This is an optimization exercise on Yosys and OpenROAD, whose aim is small area, not a production implementation.
Function was checked by simulation only, so behaviour that the tests miss may differ from the original.
Power is estimated from default activity; no workload was simulated. No driver is modelled on the clock port, so clocking that relies on it looks cheaper here than on a real chip.

`flow/run.sh`:
```
#!/bin/bash
# Own flow: the standard synthesis, then the data chain's next-state logic
# remapped to one a22o per flip-flop (remap.py), then the standard layout
# with smaller port buffers and a clock tree without dummy loads.
set -euo pipefail
R=orfs/results/${FLOW_PLATFORM}/counter_delay_line/base
bash standard.sh synth > synth.log 2>&1
cp $R/1_2_yosys.v $R/1_2_yosys.std.v
python3 flow/remap.py $R/1_2_yosys.std.v $R/1_2_yosys.v > remap.log 2>&1
touch $R/1_2_yosys.v
bash standard.sh \
  "BUFFER_PORTS_ARGS=-inputs -outputs -buffer_cell sky130_fd_sc_hd__buf_1" \
  "CTS_ARGS=-sink_clustering_enable -repair_clock_nets -dont_use_dummy_load -sink_clustering_size 26 -sink_clustering_max_diameter 70" \
  finish > layout.log 2>&1
```
`flow/remap.py`:
```
#!/usr/bin/env python3
"""Rewrite the data chain's next-state logic in a synthesized netlist.

Each data flip-flop data_p[k][b] gets D = (en & src) | (hold & Q), one a22o cell,
where src is data_p[k-1][b] (or the byte-swapped counter_in bit for stage 0) and
hold = ~(en | flush | RST), one shared nor3 cell. This is the RTL's own function;
the flip-flops (names, cells) are untouched. Comb cells left without a load are
then removed.
usage: remap.py in.v out.v
"""
import re
import sys

src_text = open(sys.argv[1]).read()
m = re.search(r"^module .*?;\n(.*)^endmodule", src_text, re.S | re.M)
head = src_text[: m.start(1)]
body = m.group(1)

# Split the body into declarations/assigns and cell instances.
inst_re = re.compile(r"^  (\S+) (\S+(?: )?)\s*\(\n(.*?)\n  \);\n", re.S | re.M)
pin_re = re.compile(r"\.(\w+)\(([^()]*)\)")
insts = []
rest = []
pos = 0
for im in inst_re.finditer(body):
    rest.append(body[pos : im.start()])
    pos = im.end()
    pins = {p: n.strip() for p, n in pin_re.findall(im.group(3))}
    insts.append([im.group(1), im.group(2).strip(), pins])
rest.append(body[pos:])
decl = "".join(rest)

OUT_PINS = {"X", "Y", "Q", "Q_N", "SUM", "COUT", "HI", "LO"}
flop_re = re.compile(r"^\\data_p\[(\d+)\]\[(\d+)\]\$_DFF_P_$")
flops = {}
for c in insts:
    fm = flop_re.match(c[1])
    if fm:
        assert c[0] == "sky130_fd_sc_hd__dfxtp_1", c
        flops[(int(fm.group(1)), int(fm.group(2)))] = c
depth = 1 + max(k for k, _ in flops)
width = 1 + max(b for _, b in flops)
assert len(flops) == depth * width, (len(flops), depth, width)

def esc(n):
    # An escaped identifier ends at white space.
    return n + " " if n.startswith("\\") else n


new_wires = ["hold_n"]
new_cells = [
    "  sky130_fd_sc_hd__nor3_1 remap_hold (\n    .A(en),\n    .B(flush),\n    .C(RST),\n    .Y(hold_n)\n  );\n"
]
for (k, b), c in sorted(flops.items()):
    if k == 0:
        i, j = divmod(b, 8)
        src = "counter_in[%d]" % (width - 8 - 8 * i + j)
    else:
        src = flops[(k - 1, b)][2]["Q"]
    d = "remap_d_%d_%d" % (k, b)
    new_wires.append(d)
    c[2]["D"] = d
    new_cells.append(
        "  sky130_fd_sc_hd__a22o_1 remap_mux_%d_%d (\n    .A1(en),\n    .A2(%s),\n    .B1(hold_n),\n    .B2(%s),\n    .X(%s)\n  );\n"
        % (k, b, esc(src), esc(c[2]["Q"]), d)
    )

# Remove comb cells whose outputs drive nothing (iterate to a fixed point).
ports = set(re.findall(r"^  output (?:\[\d+:\d+\] )?(\S+);", decl, re.M))


def base(net):
    return re.sub(r"\s*\[\d+\]$", "", net.strip()) if not net.startswith("\\") else net


assign_src = " ".join(re.findall(r"^  assign .*$", decl, re.M))
extra_readers = []
for nc in new_cells:
    for p, n in pin_re.findall(nc):
        if p not in OUT_PINS:
            extra_readers.append(n.strip())
removed = 0
while True:
    readers = {}
    for c in insts:
        for p, n in c[2].items():
            if p not in OUT_PINS:
                readers[n] = readers.get(n, 0) + 1
    for n in extra_readers:
        readers[n] = readers.get(n, 0) + 1
    keep = []
    for c in insts:
        if c[0].startswith("sky130_fd_sc_hd__df"):
            keep.append(c)
            continue
        outs = [n for p, n in c[2].items() if p in OUT_PINS]
        used = False
        for n in outs:
            if n in readers:
                used = True
            nb = n.split("[")[0].strip()
            if nb in ports or n in ports:
                used = True
            if n.replace("\\", "").strip() in assign_src or n in assign_src:
                used = True
        if used:
            keep.append(c)
        else:
            removed += 1
    if len(keep) == len(insts):
        break
    insts = keep


def fmt(c):
    pins = ",\n".join("    .%s(%s)" % (p, esc(n)) for p, n in c[2].items())
    return "  %s %s (\n%s\n  );\n" % (c[0], c[1] if not c[1].startswith("\\") else c[1] + " ", pins)


out = head + decl.rstrip("\n") + "\n" + "".join("  wire %s;\n" % w for w in new_wires)
out += "".join(fmt(c) for c in insts) + "".join(new_cells) + "endmodule\n"
open(sys.argv[2], "w").write(out)
print("remap: %d flops rewired, %d cells removed" % (len(flops), removed), file=sys.stderr)
```
`standard.sh`:
```
#!/bin/bash
# synth_recipe.tcl (not shown) runs the flow's synth.tcl, then flattens the netlist and writes it again
# the make line also repeats each setting of config.mk as NAME=value (left out here)
make -C /OpenROAD-flow-scripts/flow DESIGN_CONFIG=/design/flow/config.mk WORK_HOME=/design/flow/orfs CLKGATE_MAP_FILE= SYNTH_SCRIPT=/design/flow/synth_recipe.tcl "${@:-finish}"
```
`config.mk`:
```
export PLATFORM = sky130hd
export DESIGN_NAME = counter_delay_line
export DESIGN_NICKNAME = counter_delay_line
export VERILOG_FILES = /design/flow/design.v
export SDC_FILE = /design/flow/constraint.sdc
export NUM_CORES = 4
export LEC_CHECK = 0
export ABC_AREA = 1
export CAP_MARGIN = 20
export CORE_MARGIN = 2
export CORE_UTILIZATION = 65
export SLEW_MARGIN = 20
```
`constraint.sdc`:
```
create_clock -name core_clock -period 5.0 [get_ports {CLK}]
set_input_delay 1.0000 -clock core_clock [delete_from_list [all_inputs] [get_ports {CLK}]]
set_output_delay 1.0000 -clock core_clock [all_outputs]
set_load 0.01 [all_outputs]
```
`design.v`:
```
module counter_delay_line #(
  parameter int WIDTH = 32,
  parameter int DEPTH = 64,
  parameter int TAP_A = 19,
  parameter int TAP_B = 41,
  parameter int TAP_C = 48,
  parameter int BSWAP = 1
) (
  input  logic                       CLK,
  input  logic                       RST,
  input  logic                       en,
  input  logic                       flush,
  input  logic                       in_valid,
  input  logic [WIDTH-1:0]           counter_in,
  output logic [WIDTH-1:0]           tap_a,
  output logic                       tap_a_valid,
  output logic [WIDTH-1:0]           tap_b,
  output logic                       tap_b_valid,
  output logic [WIDTH-1:0]           tap_c,
  output logic                       tap_c_valid,
  output logic [WIDTH-1:0]           counter_out,
  output logic                       out_valid,
  output logic [$clog2(DEPTH+1)-1:0] occupancy
);
  localparam int OCC_W = $clog2(DEPTH+1);
  logic [WIDTH-1:0] data_p [DEPTH];
  logic [DEPTH-1:0] vld_p;
  logic [OCC_W-1:0] occ_p;
  logic [WIDTH-1:0] stage0_word;
  generate
    if (BSWAP != 0) begin : g_bswap
      for (genvar i = 0; i < WIDTH/8; i++) begin : g_byte
        assign stage0_word[8*i +: 8] = counter_in[WIDTH-8-8*i +: 8];
      end
    end else begin : g_pass
      assign stage0_word = counter_in;
    end
  endgenerate
  logic [WIDTH-1:0] en_w, hold_w;
  assign en_w   = {WIDTH{en}};
  assign hold_w = {WIDTH{~(en | flush | RST)}};
  always_ff @(posedge CLK) begin
    data_p[0] <= (stage0_word & en_w) | (data_p[0] & hold_w);
    for (int k = 1; k < DEPTH; k++)
      data_p[k] <= (data_p[k-1] & en_w) | (data_p[k] & hold_w);
  end
  always_ff @(posedge CLK) begin
    if (RST || flush) begin
      vld_p <= '0;
      occ_p <= '0;
    end else if (en) begin
      vld_p <= {vld_p[DEPTH-2:0], in_valid};
      occ_p <= occ_p + OCC_W'(in_valid) - OCC_W'(vld_p[DEPTH-1]);
    end
  end
  assign tap_a       = data_p[TAP_A];
  assign tap_a_valid = vld_p[TAP_A];
  assign tap_b       = data_p[TAP_B];
  assign tap_b_valid = vld_p[TAP_B];
  assign tap_c       = data_p[TAP_C];
  assign tap_c_valid = vld_p[TAP_C];
  assign counter_out = data_p[DEPTH-1];
  assign out_valid   = vld_p[DEPTH-1];
  assign occupancy   = occ_p;
endmodule
```
==> results.ini, run 1 <==
[critical_path]
end_kind=flop
r2r_start=occ_p[0]
r2r_cells=14
crit_fanout=76
cp_slowest_cell=nor3_4
reg2reg_to=occ_p[6]
worstPathRequired_ns=5.58
cp_num_cells=5
max_stage_delay_ns=0.82
r2r_slack_ns=3.01
cp-startpoint=en
startpoint_type=input port
cp.arrival_ns=3.23
crit_path_end=data_p[12][7]
critPathKind=in -> reg
path_cells=clkbuf_4, nor3_4, buf_12, buf_4, a22o_1
crit_family=buffers and inverters
worst-path-buf-inv=3

[timing]
period_share_pct=53.0
rsz0062_at_grt=false
skew_ns=0.0363
fmax_mhz=377
setup_viol=0
fin_crit_ns=2.65
holdWs_ns=0.458
relSlewSlack_pct=14.6
worstMarginPinSlew_ns=1.28
totalNegativeSetupSlack_ns=0
setup_ws_ns=2.35
maxSlewViolCount=0
hold_viol=0

[status]
outcome=timing/DRC/antenna clean

[synth]
syn-num-nets=4430
synth_cells=4385
synth_area_per_cell_um2=14.0
synth_warnings=2
synth_area_um2=61500

[power]
p_sw_share_pct=20.2
pwr-share-comb_pct=2.4
p_int_mw=20.5
fin_total_pwr_mw=25.7
switching_power_mw=5.20
power_frac_seq_pct=66.1
clock_power_share_pct=31.5
power_density_nw_per_um2=384
ir_worst_vdd_mv=0.299
p_leak_nw=25.6

[final_layout]
drive_above_1_share_pct=3.51
nets=4748
antenna_cells=0
final_common_cell=dfxtp_1
final_cell_mix=dfxtp_1, a22o_1, buf_1
fill_cells=6781
area_delta_synth_final_pct=8.84

[detailed_routing]
routed_wirelength_um=97100
drtAntennaViolNets=0
routedWlPerCell_um=16.3
first_iter_violations=3312
vias=37200
dr.pass1.iters=5
via_per_inst=6.25
drc=0

[clocking]
ctsResizeCount=0
cts_sinks=2119
htree_levels=3
cts.clk_slew.worst_paths_ns=0.09
cts_tree=built
cts_buffers=95
clockRootBuffer=clkbuf_16
postCtsSetupRepairBufs=0
clkLatencyLatePin_ns=0.67
cts_hold_buf=0
clock_path_buffers=3

[place]
globalplace.congestion=0.703
portBuffers=175
pre_cts_ws_ns=1.69
hpwlAfterDp_um=52700

[global_route]
grt-ovfl-total=0
first_global_vias=33200
grt_max_degree=262
grt_usage_pct=19.2
grt_pass1_wl_um=164000
antenna_found_initial=0

[die]
std_cell_rows=112
pin_count=176
fp.dieW_um=312
fp.dieArea_um2=97000
chipHeight_um=312
start_util_pct=65.8
fp.coreArea_um2=93500

[run]
drv_cap=0

[hold_path]
min_path_type=reg -> reg
hp-start=data_p[18][25]

-- worst reg2reg max path, delay by kind of cell (launching register included) --
family / cells / cell delay, ns
simple gates: 7 / 0.49
flops: 1 / 0.34
fa+ha+maj: 3 / 0.82
buf+inv: 4 / 0.25
-- area by class of cell --
cell class	instances	area [um2]	share of cell area [%]
multi-input cells	2169	18700	27.9
repair buffers	239	1550	2.32
flip-flops and latches	2119	42400	63.4
clock buffers	95	2380	3.55
well taps	1254	1570	2.35
inverters	79	297	0.443
-- state kept, by name (all words and copies together) (netlist names) --
register,cells
data_p,2048
occ_p,7
vld_p,64
-- power groups by stage --
stage | Sequential [mW] | Clock [mW] | Combinational [mW]
2_1_floorplan | 17.4 | 0 | 0.316
3_3_place_gp | 17.4 | 0 | 0.611
3_5_place_dp | 17.4 | 0 | 0.618
4_1_cts | 17.0 | 8.45 | 0.618
5_1_grt | 17.0 | 9.01 | 0.681
6_report | 17.0 | 8.10 | 0.620
-- per-layer routing --
layer	part of all wire [%]	global-route usage [%]	vias to the layer above
li1	-	-	18100
met1	52	29.1	18500
met2	42	28.8	490
met3	3.9	3.05	100
met4	1.4	4.45	0
met5	0	0	-
-- stage by stage --
stage          utilization, %  area, um2  std cells
3_3_place_gp             69.0      64500       5860
6_report                 71.6      66900       5955
5_1_grt                  71.6      66900       5955
4_1_cts                  71.6      66900       5955
2_1_floorplan               -      61500       4385
3_5_place_dp             69.0      64500       5860
-- worst min path at each step --
stage / endpoint / slack (ns) / depth (start not counted)
floorplan: data_p[0][0] / 0.44 / 1
CTS: data_p[19][25] / 0.45 / 1
global placement: data_p[63][29] / 0.45 / 1
global route: data_p[31][29] / 0.48 / 1
detailed placement: data_p[63][12] / 0.45 / 1
finish: data_p[19][25] / 0.46 / 1
==> run 2: changes to the inputs <==
--- a/flow/run.sh
+++ b/flow/run.sh
@@ -12,3 +12,3 @@
   "BUFFER_PORTS_ARGS=-inputs -outputs -buffer_cell sky130_fd_sc_hd__buf_1" \
-  "CTS_ARGS=-sink_clustering_enable -repair_clock_nets -dont_use_dummy_load -sink_clustering_size 26 -sink_clustering_max_diameter 70" \
+  "CTS_ARGS=-sink_clustering_enable -repair_clock_nets -dont_use_dummy_load -sink_clustering_size 30 -sink_clustering_max_diameter 70" \
   finish > layout.log 2>&1
--- a/flow/remap.py
+++ b/flow/remap.py
@@ -6,3 +6,4 @@
 hold = ~(en | flush | RST), one shared nor3 cell. This is the RTL's own function;
-the flip-flops (names, cells) are untouched. Comb cells left without a load are
+the flip-flops (names, cells) are untouched. The valid bits get the same form with adv = en & ~flush & ~RST in place of en.
+Comb cells left without a load are
 then removed.
@@ -43,2 +44,10 @@
 assert len(flops) == depth * width, (len(flops), depth, width)
+vflop_re = re.compile(r"^\\vld_p\[(\d+)\]\$_SDFFE_PP0P_$")
+vflops = {}
+for c in insts:
+    fm = vflop_re.match(c[1])
+    if fm:
+        assert c[0] == "sky130_fd_sc_hd__dfxtp_1", c
+        vflops[int(fm.group(1))] = c
+assert len(vflops) == depth, len(vflops)
 
@@ -49,6 +58,17 @@
 
-new_wires = ["hold_n"]
+new_wires = ["hold_n", "adv"]
 new_cells = [
-    "  sky130_fd_sc_hd__nor3_1 remap_hold (\n    .A(en),\n    .B(flush),\n    .C(RST),\n    .Y(hold_n)\n  );\n"
+    "  sky130_fd_sc_hd__nor3_1 remap_hold (\n    .A(en),\n    .B(flush),\n    .C(RST),\n    .Y(hold_n)\n  );\n",
+    "  sky130_fd_sc_hd__nor3b_1 remap_adv (\n    .A(flush),\n    .B(RST),\n    .C_N(en),\n    .Y(adv)\n  );\n",
 ]
+# Valid bits: D = (adv & prev) | (hold_n & Q), adv = en & ~flush & ~RST.
+for k, c in sorted(vflops.items()):
+    src = "in_valid" if k == 0 else vflops[k - 1][2]["Q"]
+    d = "remap_v_%d" % k
+    new_wires.append(d)
+    c[2]["D"] = d
+    new_cells.append(
+        "  sky130_fd_sc_hd__a22o_1 remap_vmux_%d (\n    .A1(adv),\n    .A2(%s),\n    .B1(hold_n),\n    .B2(%s),\n    .X(%s)\n  );\n"
+        % (k, esc(src), esc(c[2]["Q"]), d)
+    )
 for (k, b), c in sorted(flops.items()):
@@ -122,2 +142,2 @@
 open(sys.argv[2], "w").write(out)
-print("remap: %d flops rewired, %d cells removed" % (len(flops), removed), file=sys.stderr)
+print("remap: %d+%d flops rewired, %d cells removed" % (len(flops), len(vflops), removed), file=sys.stderr)
==> run 2 against run 1 <==
Net effect: still clean on timing, DRC and antenna; sequential share of layout area increased by 0.25 points; fmax is 2.9% higher; register-to-register slack is essentially flat; worst setup slack gained 0.075 ns; first-iteration DRC count shrank 2.2%; critical path type unchanged.
==> results.ini, run 2 <==
[status]
outcome=timing/DRC/antenna clean

[final_layout]
fill_cells=6763
drive_above_1_share_pct=3.52
antenna_cells=0
largest_register_ffs=2048
area_delta_synth_final_pct=8.64
top_register=data_p
top_regs=data_p (2048), vld_p (64), occ_p (7)
final_cell_mix=dfxtp_1, a22o_1, buf_1
nets=4681
final_common_cell=dfxtp_1

[global_route]
grt-ovfl-total=0
grt_max_degree=255
grt_pass1_wl_um=165000
antenna_found_initial=0
grt_usage_pct=19.2
first_global_vias=32400

[timing]
setup_ws_ns=2.42
rsz0062_at_grt=false
worstMarginPinSlew_ns=1.15
relSlewSlack_pct=23.4
period_share_pct=51.5
totalNegativeSetupSlack_ns=0
fmax_mhz=388
fin_crit_ns=2.58
setup_viol=0
maxSlewViolCount=0
skew_ns=0.0354
hold_viol=0

[clocking]
htree_levels=3
cts_sinks=2119
clkLatencyLatePin_ns=0.68
cts.clk_slew.worst_paths_ns=0.10
postCtsSetupRepairBufs=0
ctsResizeCount=0
clock_path_buffers=3
cts_tree=built
cts_buffers=84
cts_hold_buf=0
clockRootBuffer=clkbuf_16

[synth]
syn-num-nets=4354
synth_area_per_cell_um2=14.2
synth_area_um2=61300
synth_cells=4309
synth_warnings=2

[hold_path]
hp-start=data_p[36][21]
holdPathEnd=data_p[37][21]
hold_depth=1
min_path_type=reg -> reg

[die]
fp.dieArea_um2=96900
fp.coreArea_um2=93500
chipHeight_um=311
pin_count=176
fp.dieW_um=311
std_cell_rows=112
start_util_pct=65.6

[detailed_routing]
routed_wirelength_um=97600
first_iter_violations=3239
drtAntennaViolNets=0
drc=0
vias=36900
routedWlPerCell_um=16.6
dr.pass1.iters=5
via_per_inst=6.27

[critical_path]
crit_family=buffers and inverters
cp.arrival_ns=3.18
path_cells=clkbuf_4, buf_12, buf_12, a22o_1
reg2reg_to=occ_p[6]
crit_fanout=254
r2r_cells=14
r2r_start=occ_p[0]
worst-path-buf-inv=3
critPathKind=in -> reg
cp_common_cell=buf_12
worstPathRequired_ns=5.60
max_stage_delay_ns=0.61
cp_slowest_cell=buf_12
r2r_slack_ns=3.01
startpoint_type=input port
end_kind=flop

[power]
p_int_mw=20.1
ir_worst_vdd_mv=0.324
power_frac_seq_pct=67.1
pwr-share-comb_pct=2.5
switching_power_mw=5.17
clock_power_share_pct=30.4
power_density_nw_per_um2=380
p_sw_share_pct=20.4
p_leak_nw=25.6

[place]
portBuffers=175
pre_cts_ws_ns=1.77
hpwlAfterDp_um=53600
globalplace.congestion=0.718

[run]
drv_cap=0

==> run 2: worst max-delay path by stage <==
stage,cells past startpoint,start,slack (ns),to
floorplan,2,RST,-33.61,data_p[0][0]
global placement,5,en,1.80,data_p[7][16]
detailed placement,5,en,1.77,data_p[9][16]
CTS,5,en,2.50,data_p[52][19]
global route,4,en,2.35,data_p[0][13]
finish,4,en,2.42,data_p[5][17]
==> run 2: power by group through the flow <==
stage	sequential (mW)	combinational [mW]	clock [mW]
after global routing	17.0	0.688	8.54
after detailed placement	17.4	0.623	0
final	17.0	0.625	7.70
after global placement	17.4	0.617	0
after floorplan	17.4	0.317	0
after CTS	17.0	0.624	8.01
==> run 2: metal layers <==
metal	vias up	track usage [%]	share of wire, %
li1	18000	-	-
met1	18400	29.9	53
met2	429	28.2	42
met3	109	2.69	2.8
met4	0	4.49	1.8
met5	-	0	0
==> run 2: stage by stage <==
stage / util (%) / std cells / hold slack [ns] / cell area, um2 / power (mW)
floorplan: - / 4309 / 0.443 / 61400 / 17.7
global placement: 69.1 / 5804 / 0.454 / 64500 / 18.0
detailed placement: 69.1 / 5804 / 0.454 / 64500 / 18.0
CTS: 71.3 / 5888 / 0.456 / 66600 / 25.6
global route: 71.3 / 5888 / 0.470 / 66600 / 26.2
finish: 71.3 / 5888 / 0.454 / 66600 / 25.3
==> run 2: layout make-up <==
cell class                 instances  area [um2]  area share [%]
sequential                      2119       42400            63.7
timing repair buffer             247        1640            2.46
tap                             1254        1570            2.35
clock buffer                      84        2100            3.15
inverter                          16        60.1          0.0901
multi-input combinational       2168       18900            28.3
==> run 2: worst reg2reg max path, stage by stage (launching register included) <==
cell and delay, ns:
dfxtp_1 0.34, inv_1 0.05, ha_1 0.26, inv_1 0.05, ha_1 0.17, inv_1 0.06, fa_1 0.40, inv_1 0.06
nand2_1 0.06, nand2_1 0.07, nand3_1 0.09, nand3_1 0.08, nand2_1 0.05, nor2_1 0.11, nor2_1 0.04
==> run 3: changes to the inputs <==
--- a/flow/run.sh
+++ b/flow/run.sh
@@ -12,3 +12,3 @@
   "BUFFER_PORTS_ARGS=-inputs -outputs -buffer_cell sky130_fd_sc_hd__buf_1" \
-  "CTS_ARGS=-sink_clustering_enable -repair_clock_nets -dont_use_dummy_load -sink_clustering_size 30 -sink_clustering_max_diameter 70" \
+  "CTS_ARGS=-sink_clustering_enable -repair_clock_nets -dont_use_dummy_load -sink_clustering_size 34 -sink_clustering_max_diameter 70" \
   finish > layout.log 2>&1
--- a/config.mk
+++ b/config.mk
@@ -10,3 +10,3 @@
 export CORE_MARGIN = 2
-export CORE_UTILIZATION = 65
+export CORE_UTILIZATION = 70
 export SLEW_MARGIN = 20
==> run 3 against run 2 <==
Net effect: total power down 2.2%; flip-flop and latch count unchanged; combinational power shrank 5.6%; global-route usage increased by 1.3 points; synthesized area is the same; synthesized cell count is the same; count of clock-buffer cells in the layout down 11; core utilization is 4.6 points higher; final cell count is 2.4% lower; clock power decreased by 6.9%; non-clock buffer count fell by 29.
==> results.ini, run 3 <==
[global_route]
first_global_vias=31400
grt_max_degree=257
grt_usage_pct=20.5
grt_pass1_wl_um=162000
grt-ovfl-total=0
antenna_found_initial=0

[place]
dp.cells=5676
hpwlAfterDp_um=52600
pre_cts_ws_ns=1.69
globalplace.congestion=0.734
portBuffers=175

[detailed_routing]
wl_met1_um=50600
top_layer_used=met4
routed_wirelength_um=96500
wl_met3_um=2970
drc=0
via_per_inst=6.34
first_iter_violations=3473
dr.pass1.iters=5
drtAntennaViolNets=0
wl_met2_um=41200
routedWlPerCell_um=16.8
vias=36500

[final_layout]
final_cell_mix=dfxtp_1, a22o_1, buf_1
top_regs=data_p (2048), vld_p (64), occ_p (7)
stdcell_count=5749
largest_register_ffs=2048
antenna_cells=0
area_delta_synth_final_pct=7.29
top_register=data_p
drive_above_1_share_pct=2.68
final_common_cell=dfxtp_1
nets=4641

[critical_path]
r2r_cells=14
crit_family=buffers and inverters
cp_slowest_cell=buf_12
end_kind=flop
path_cells=clkbuf_4, nor3_4, buf_12, buf_12, buf_12, a22o_1
cp_num_cells=6
max_stage_delay_ns=0.52
r2r_slack_ns=2.97
cp_common_cell=buf_12
critPathKind=in -> reg
startpoint_type=input port
crit_fanout=168
cp.arrival_ns=3.27
worstPathRequired_ns=5.57
worst-path-buf-inv=4

[clocking]
cts_tree=built
ctsResizeCount=0
clockRootBuffer=clkbuf_16
clkLatencyLatePin_ns=0.65
cts.clk_slew.worst_paths_ns=0.11
postCtsSetupRepairBufs=0
clock_path_buffers=3
cts_sinks=2119
cts_buffers=73
htree_levels=3
cts_hold_buf=0

[hold_path]
hold_depth=1
min_path_type=reg -> reg

[synth]
synth_warnings=2
syn-num-nets=4354
synth_cells=4309
synth_area_um2=61300
synth_area_per_cell_um2=14.2

[status]
outcome=timing/DRC/antenna clean

[die]
pin_count=176
fp.coreArea_um2=86800
fp.dieW_um=300
start_util_pct=70.7
chipHeight_um=300
std_cell_rows=108
fp.dieArea_um2=90000

[power]
clock_power_share_pct=29.0
p_leak_nw=25.3
power_density_nw_per_um2=376
switching_power_mw=5.00
power_frac_seq_pct=68.6
pwr-share-comb_pct=2.4
p_sw_share_pct=20.2
ir_worst_vdd_mv=0.375
fin_total_pwr_mw=24.7
p_int_mw=19.7

[timing]
rsz0062_at_grt=false
holdWs_ns=0.436
setup_ws_ns=2.30
skew_ns=0.0640
totalNegativeSetupSlack_ns=0
setup_viol=0
hold_viol=0
relSlewSlack_pct=28.2
period_share_pct=54.0
fmax_mhz=371
maxSlewViolCount=0
fin_crit_ns=2.70
worstMarginPinSlew_ns=1.08

[run]
drv_cap=0

run 3: final timing paths:
check / endpoint / startpoint
worst max-delay path: data_p[52][12] / en
worst min-delay path: data_p[22][28] / data_p[21][28]
worst max register to register: occ_p[6] / occ_p[0]
worst min register to register: data_p[22][28] / data_p[21][28]
run 3: final cells by class:
class	count	area (um2)
Tap cell	1155	1450
Fill cell	5852	20900
Clock buffer	73	1830
Inverter	16	60.1
Timing Repair Buffer	218	1210
Multi-Input combinational cell	2168	18900
Sequential cell	2119	42400
run 3: per-layer routing:
layer | GRT usage [%] | vias up
met4 | 4.67 | 0
met5 | 0 | -
met1 | 33.1 | 18000
met3 | 2.48 | 93
li1 | - | 17900
met2 | 29.2 | 508
run 3: through the flow:
step                cell area (um2)  util, %
floorplan                     61400        -
global placement              64000     73.8
detailed placement            64000     73.8
CTS                           65800     75.9
global route                  65800     75.9
finish                        65800     75.9
run 3: power by group through the flow:
stage          Sequential, mW  Clock (mW)  Combinational (mW)
2_1_floorplan            17.4           0               0.317
3_3_place_gp             17.4           0               0.582
3_5_place_dp             17.4           0               0.587
4_1_cts                  17.0        7.46               0.588
5_1_grt                  17.0        8.02               0.654
6_report                 17.0        7.17               0.590
==> run 4: changes to the inputs <==
--- a/config.mk
+++ b/config.mk
@@ -8,5 +8,5 @@
 export ABC_AREA = 1
-export CAP_MARGIN = 20
+export CAP_MARGIN = 10
 export CORE_MARGIN = 2
-export CORE_UTILIZATION = 70
-export SLEW_MARGIN = 20
+export CORE_UTILIZATION = 75
+export SLEW_MARGIN = 10
==> run 4 against run 3 <==
Net effect: register-to-register slack better by 0.03 ns; first-iteration DRC count is 1.9% lower; die area shrank 6.6%; final area decreased by 0.25%; hold slack gained 0.025 ns.
==> results.ini, run 4 <==
[status]
outcome=timing/DRC/antenna clean

[clocking]
cts.clk_slew.worst_paths_ns=0.12
clock_path_buffers=3
postCtsSetupRepairBufs=0
htree_levels=3
cts_buffers=72
clkLatencyLatePin_ns=0.65
cts_tree=built
cts_sinks=2119
ctsResizeCount=0
cts_hold_buf=0
clockRootBuffer=clkbuf_16

[timing]
setup_viol=0
rsz0062_at_grt=false
hold_viol=0
maxSlewViolCount=0
fin_crit_ns=2.68
skew_ns=0.0336
relSlewSlack_pct=25.9
worstMarginPinSlew_ns=1.11
totalNegativeSetupSlack_ns=0
period_share_pct=53.6
fmax_mhz=373

[critical_path]
reg2reg_to=occ_p[6]
crit_fanout=213
r2r_start=occ_p[0]
r2r_cells=14
worstPathRequired_ns=5.59
critPathKind=in -> reg
cp.arrival_ns=3.27
end_kind=flop
r2r_slack_ns=3.00
startpoint_type=input port

[detailed_routing]
dr.pass1.iters=7
routed_wirelength_um=98500
vias=36900
drc=0
wl_met1_um=50200
wl_met2_um=43200
drtAntennaViolNets=0
via_per_inst=6.53
first_iter_violations=3407
routedWlPerCell_um=17.4
top_layer_used=met4
wl_met3_um=3330

[final_layout]
drive_above_1_share_pct=2.64
top_register=data_p
nets=4639
largest_register_ffs=2048
ff_latch_area_um2=42400
final_common_cell=dfxtp_1
stdcell_count=5652
fill_cells=4918
top_regs=data_p (2048), vld_p (64), occ_p (7)
multi_input_area_um2=18900
final_cell_mix=dfxtp_1, a22o_1, buf_1
antenna_cells=0
area_delta_synth_final_pct=7.02

[global_route]
first_global_vias=31700
grt-ovfl-total=0
antenna_found_initial=0
grt_max_degree=256
grt_pass1_wl_um=165000
grt_usage_pct=22.3

[place]
globalplace.congestion=0.728
hpwlAfterDp_um=53500
dp.cells=5580
portBuffers=175

[power]
power_density_nw_per_um2=377
p_leak_nw=25.3
ir_worst_vdd_mv=0.363

[hold_path]
hold_depth=1
hp-start=data_p[2][13]
holdPathEnd=data_p[3][13]
min_path_type=reg -> reg

[synth]
synth_area_um2=61300
syn-num-nets=4354
synth_area_per_cell_um2=14.2
synth_cells=4309
synth_warnings=2

[run]
drv_cap=0

[die]
start_util_pct=75.9
fp.dieW_um=290
pin_count=176
fp.dieArea_um2=84100
chipHeight_um=290
fp.coreArea_um2=80800
std_cell_rows=104

run 4: area by class of cell:
cell class / count / share of cell area [%]
Tap cell: 1060 / 2.02
Timing Repair Buffer: 217 / 1.81
Inverter: 16 / 0.0915
Sequential cell: 2119 / 64.6
Multi-Input combinational cell: 2168 / 28.7
Clock buffer: 72 / 2.74
run 4: layer usage:
metal / track usage (%) / up-vias
met1: 35.8 / 18300
met5: 0 / -
met2: 32.0 / 552
met4: 4.59 / 0
met3: 3.07 / 98
li1: - / 17900
run 4: worst max-delay path, cell delays in order:
cell and delay [ns]:
clkbuf_4 0.18, buf_12 0.42, buf_4 0.96, a22o_1 0.29
run 4: worst max-delay path by stage:
stage               startpoint        endpoint  depth (start not counted)
floorplan                  RST    data_p[0][0]                          2
global placement            en  data_p[35][10]                          4
detailed placement          en  data_p[61][30]                          4
CTS                         en  data_p[61][30]                          4
global route                en  data_p[49][30]                          4
finish                      en   data_p[39][9]                          4
run 4: where the power goes:
part | total (mW) | internal [mW] | switching [mW]
Combinational | 0.588 | 0.134 | 0.455
Sequential | 17.0 | 16.9 | 0.0405
Clock | 7.15 | 2.63 | 4.52
run 4: through the flow:
step	setup slack (ns)	hold WS, ns	total power [mW]	util [%]	cell area [um2]
5_1_grt	2.25	0.465	25.6	81.2	65700
2_1_floorplan	-33.61	0.443	17.7	-	61400
3_5_place_dp	1.78	0.453	17.9	79.0	63800
3_3_place_gp	1.82	0.454	17.9	79.0	63800
6_report	2.32	0.460	24.7	81.2	65700
4_1_cts	2.46	0.460	24.9	81.2	65700

[separate check: timing with driven ports]
In the flow no input, the clock included, has a driving cell. The finished layouts below were timed again as built, in two steps.
Step 1: set_driving_cell puts a clkbuf_16 on CLK and a buf_2 on each other input, an assumption about the parent block.
Step 2, shift: input delay + t, output delay - t, t = (earliest + latest rising clock arrival at the registers) / 2. This alone moves slack from input paths to output paths.
a / b / c = ideal ports / drivers / drivers and shift; a / b = the first two.
| run | t (ns) | setup slack, ns | hold slack, ns | slew at the worst register clock pin (ns) | cell pins on the clock port's net |
|---|---|---|---|---|---|
| run 1 | 0.722 | 2.348 / 2.392 / 1.670 | 0.458 / 0.458 / 0.458 | 0.10 / 0.10 | 1 |
| run 2 | 0.722 | 2.423 / 2.464 / 1.743 | 0.454 / 0.454 / 0.454 | 0.11 / 0.11 | 1 |
| run 3 | 0.697 | 2.301 / 2.353 / 1.656 | 0.436 / 0.436 / 0.436 | 0.12 / 0.12 | 1 |
| run 4 | 0.702 | 2.322 / 2.359 / 1.657 | 0.460 / 0.460 / 0.460 | 0.12 / 0.12 | 1 |
After both steps setup and hold are still met in every run listed. For run 2, which loses most, drivers alone change the setup slack by +0.041 ns; drivers and shift together by -0.680 ns.
